What follows belongs to an exercise in optimizing a design on an open flow for small area, a short achievable clock period and few clock cycles per item; a production flow would make more cautious choices. Power and IR drop assume default switching activity.

==> module pipe_divider, before the edit <==
module pipe_divider (
    input  logic        clk,
    input  logic        rst,
    input  logic        in_valid,
    output logic        in_ready,
    input  logic [31:0] dividend,
    input  logic [31:0] divisor,
    output logic        out_valid,
    input  logic        out_ready,
    output logic [31:0] quotient,
    output logic [31:0] remainder,
    output logic        div_by_zero
);
    logic        s_busy;
    logic        s_align;
    logic        s_step;
    logic        s_done;
    logic [31:0] rem;      
    logic [31:0] dv;       
    logic [31:0] q;        
    logic [4:0]  cnt;      
    logic        dz;
    logic [4:0]  ca;       
    logic [4:0]  cb;       
    logic        shz;      
    logic [5:0]  clz_a;
    logic [5:0]  clz_b;
    logic [31:0] a_smear;
    logic        b_zero;
    logic        fin;
    logic        accept;
    logic        leave;
    logic [4:0]  shamt;
    logic        step;
    logic        last;
    logic [31:0] diff;
    logic        ge;
    pipe_divider_lzc u_lzc_a (.x(dividend), .n(clz_a));
    pipe_divider_lzc u_lzc_b (.x(divisor),  .n(clz_b));
    always_comb begin
        a_smear[31] = dividend[31];
        for (int i = 30; i >= 0; i--)
            a_smear[i] = a_smear[i+1] | dividend[i];
    end
    assign b_zero = (divisor == 32'd0);
    assign fin    = b_zero || |(divisor & ~a_smear);
    assign out_valid = s_done;
    assign leave     = s_done && out_ready;
    assign in_ready  = !s_busy || leave;
    assign accept    = in_valid && in_ready;
    assign shamt = cb - ca;
    assign step  = s_step || (s_align && shz);
    assign last  = s_step ? (cnt == 5'd0) : shz;
    assign ge   = rem >= dv;
    assign diff = rem - dv;
    always_ff @(posedge clk or posedge rst)
        if (rst) begin
            s_busy  <= 1'b0;
            s_align <= 1'b0;
            s_step  <= 1'b0;
            s_done  <= 1'b0;
        end else begin
            s_busy  <= (s_busy && !leave) || in_valid;
            s_align <= accept && !fin;
            s_step  <= (s_align && !shz) || (s_step && cnt != 5'd0);
            s_done  <= (accept && fin) || ((s_align || s_step) && last) || (s_done && !out_ready);
        end
    always_ff @(posedge clk) begin
        ca  <= clz_a[4:0];
        cb  <= clz_b[4:0];
        shz <= (clz_a == clz_b);
        if (accept)
            dv <= divisor;
        else if (s_align)
            dv <= dv << shamt;
        else
            dv <= dv >> 1;
        if (s_align)
            cnt <= shamt;
        else
            cnt <= cnt - 5'd1;
    end
    always_ff @(posedge clk) begin
        if (accept) begin
            rem <= dividend;
            q   <= {32{b_zero}};
            dz  <= b_zero;
        end else if (step) begin
            if (ge)
                rem <= diff;
            q   <= {q[30:0], ge};
        end
    end
    assign quotient    = q;
    assign remainder   = rem;
    assign div_by_zero = dz;
endmodule
Settings: LEC_CHECK=0, ABC_AREA=1, CAP_MARGIN=20, CORE_MARGIN=2, CORE_UTILIZATION=40, CTS_BUF_LIST=sky130_fd_sc_hd__clkbuf_8, SETUP_SLACK_MARGIN=2.8, SLEW_MARGIN=20; clock period 5.5 ns.
standard.sh (not shown) runs the stock make flow with config.mk's settings and CLKGATE_MAP_FILE= SYNTH_SCRIPT=/design/flow/synth_recipe.tcl, a recipe that flattens the netlist after the stock synthesis.
==> flow/flow/run.sh <==
#!/bin/bash
# Standard layout (the standard.sh, unchanged synthesis and steps), except that the
# port buffers that global placement inserts use the smallest plain buffer instead of
# the delay buffer buffer_ports picks by default. Each port still gets its own buffer.
set -euo pipefail
export BUFFER_PORTS_ARGS="-buffer_cell sky130_fd_sc_hd__buf_1"
bash standard.sh > standard.log 2>&1
Change:
--- a/flow/design.v
+++ b/flow/design.v
@@ -39,34 +39,36 @@
     output logic        out_valid,
     input  logic        out_ready,
     output logic [31:0] quotient,
     output logic [31:0] remainder,
     output logic        div_by_zero
 );
-    logic        s_busy;
+    logic        s_idle;
     logic        s_align;
     logic        s_step;
     logic        s_done;
     logic [31:0] rem;      
     logic [31:0] dv;       
     logic [31:0] q;        
     logic [4:0]  cnt;      
     logic        dz;
     logic [4:0]  ca;       
     logic [4:0]  cb;       
     logic        shz;      
+    logic        pf;       
     logic [5:0]  clz_a;
     logic [5:0]  clz_b;
     logic [31:0] a_smear;
     logic        b_zero;
     logic        fin;
     logic        accept;
     logic        leave;
     logic [4:0]  shamt;
     logic        step;
     logic        last;
+    logic        finish;
     logic [31:0] diff;
     logic        ge;
     pipe_divider_lzc u_lzc_a (.x(dividend), .n(clz_a));
     pipe_divider_lzc u_lzc_b (.x(divisor),  .n(clz_b));
     always_comb begin
         a_smear[31] = dividend[31];
@@ -74,42 +76,45 @@
             a_smear[i] = a_smear[i+1] | dividend[i];
     end
     assign b_zero = (divisor == 32'd0);
     assign fin    = b_zero || |(divisor & ~a_smear);
     assign out_valid = s_done;
     assign leave     = s_done && out_ready;
-    assign in_ready  = !s_busy || leave;
+    assign in_ready  = s_idle || leave;
     assign accept    = in_valid && in_ready;
     assign shamt = cb - ca;
     assign step  = s_step || (s_align && shz);
     assign last  = s_step ? (cnt == 5'd0) : shz;
+    assign finish = (s_align || s_step) && last;
     assign ge   = rem >= dv;
     assign diff = rem - dv;
     always_ff @(posedge clk or posedge rst)
         if (rst) begin
-            s_busy  <= 1'b0;
+            s_idle  <= 1'b1;
             s_align <= 1'b0;
             s_step  <= 1'b0;
             s_done  <= 1'b0;
+            pf      <= 1'b0;
         end else begin
-            s_busy  <= (s_busy && !leave) || in_valid;
-            s_align <= accept && !fin;
-            s_step  <= (s_align && !shz) || (s_step && cnt != 5'd0);
-            s_done  <= (accept && fin) || ((s_align || s_step) && last) || (s_done && !out_ready);
+            s_idle  <= (s_idle || leave) && !in_valid;
+            s_align <= accept && !fin && !pf;
+            s_step  <= (s_align && !shz) || (s_step && cnt != 5'd0) || (accept && !fin && pf);
+            s_done  <= (accept && fin) || finish || (s_done && !out_ready);
+            pf      <= finish && in_valid;
         end
     always_ff @(posedge clk) begin
         ca  <= clz_a[4:0];
         cb  <= clz_b[4:0];
         shz <= (clz_a == clz_b);
-        if (accept)
+        if ((accept && !pf) || finish)
             dv <= divisor;
-        else if (s_align)
+        else if (s_align || (s_done && pf))
             dv <= dv << shamt;
         else
             dv <= dv >> 1;
-        if (s_align)
+        if (s_align || (s_done && pf))
             cnt <= shamt;
         else
             cnt <= cnt - 5'd1;
     end
     always_ff @(posedge clk) begin
         if (accept) begin
=> The new run ran to the end with no violations. Combinational power rises by about 1%. Fmax rises by 2.2%. Setup slack gets better by 0.059 ns. Clock skew stays flat. Cell area rises by 3.2%. Utilization is about the same. Die area rises by 2.8%. Total power rises by 1.8%. Routed wire length rises by 3.4%. Sequential share of layout area falls by 0.60 points. Worst hold slack gets better by 0.041 ns. Synthesized area rises by 2.9%.
No run of this note included a check of the RTL's function; only the layout flow was run.

## what the ideal ports hide
How much do the figures lean on ideal ports? The routed layouts below were timed once more, with nothing changed but the port constraints. Step 1, drivers: a clkbuf_16 drives clk and a buf_2 each remaining input, both assumed. Step 2 adds t to the input delays and takes it off the output delays; t is the mean of the earliest and latest rising clock arrival at the registers after step 1. Input paths then give back, and output paths get back, about the clock's delay inside the block. a / b / c = ideal / step 1 / step 2; a / b = the first two.
run | t, ns | slack for setup (ns) | hold slack, ns | cell pins on the clock port's net
the first run | 0.498 | 2.795 / 2.795 / 2.384 | 0.450 / 0.450 / 0.450 | 1
the second run | 0.505 | 2.854 / 2.831 / 2.431 | 0.492 / 0.475 / 0.492 | 1
After both steps every run listed still meets setup and hold. For the second run, which loses most, drivers alone change the setup slack by -0.023 ns; drivers and shift together by -0.423 ns.
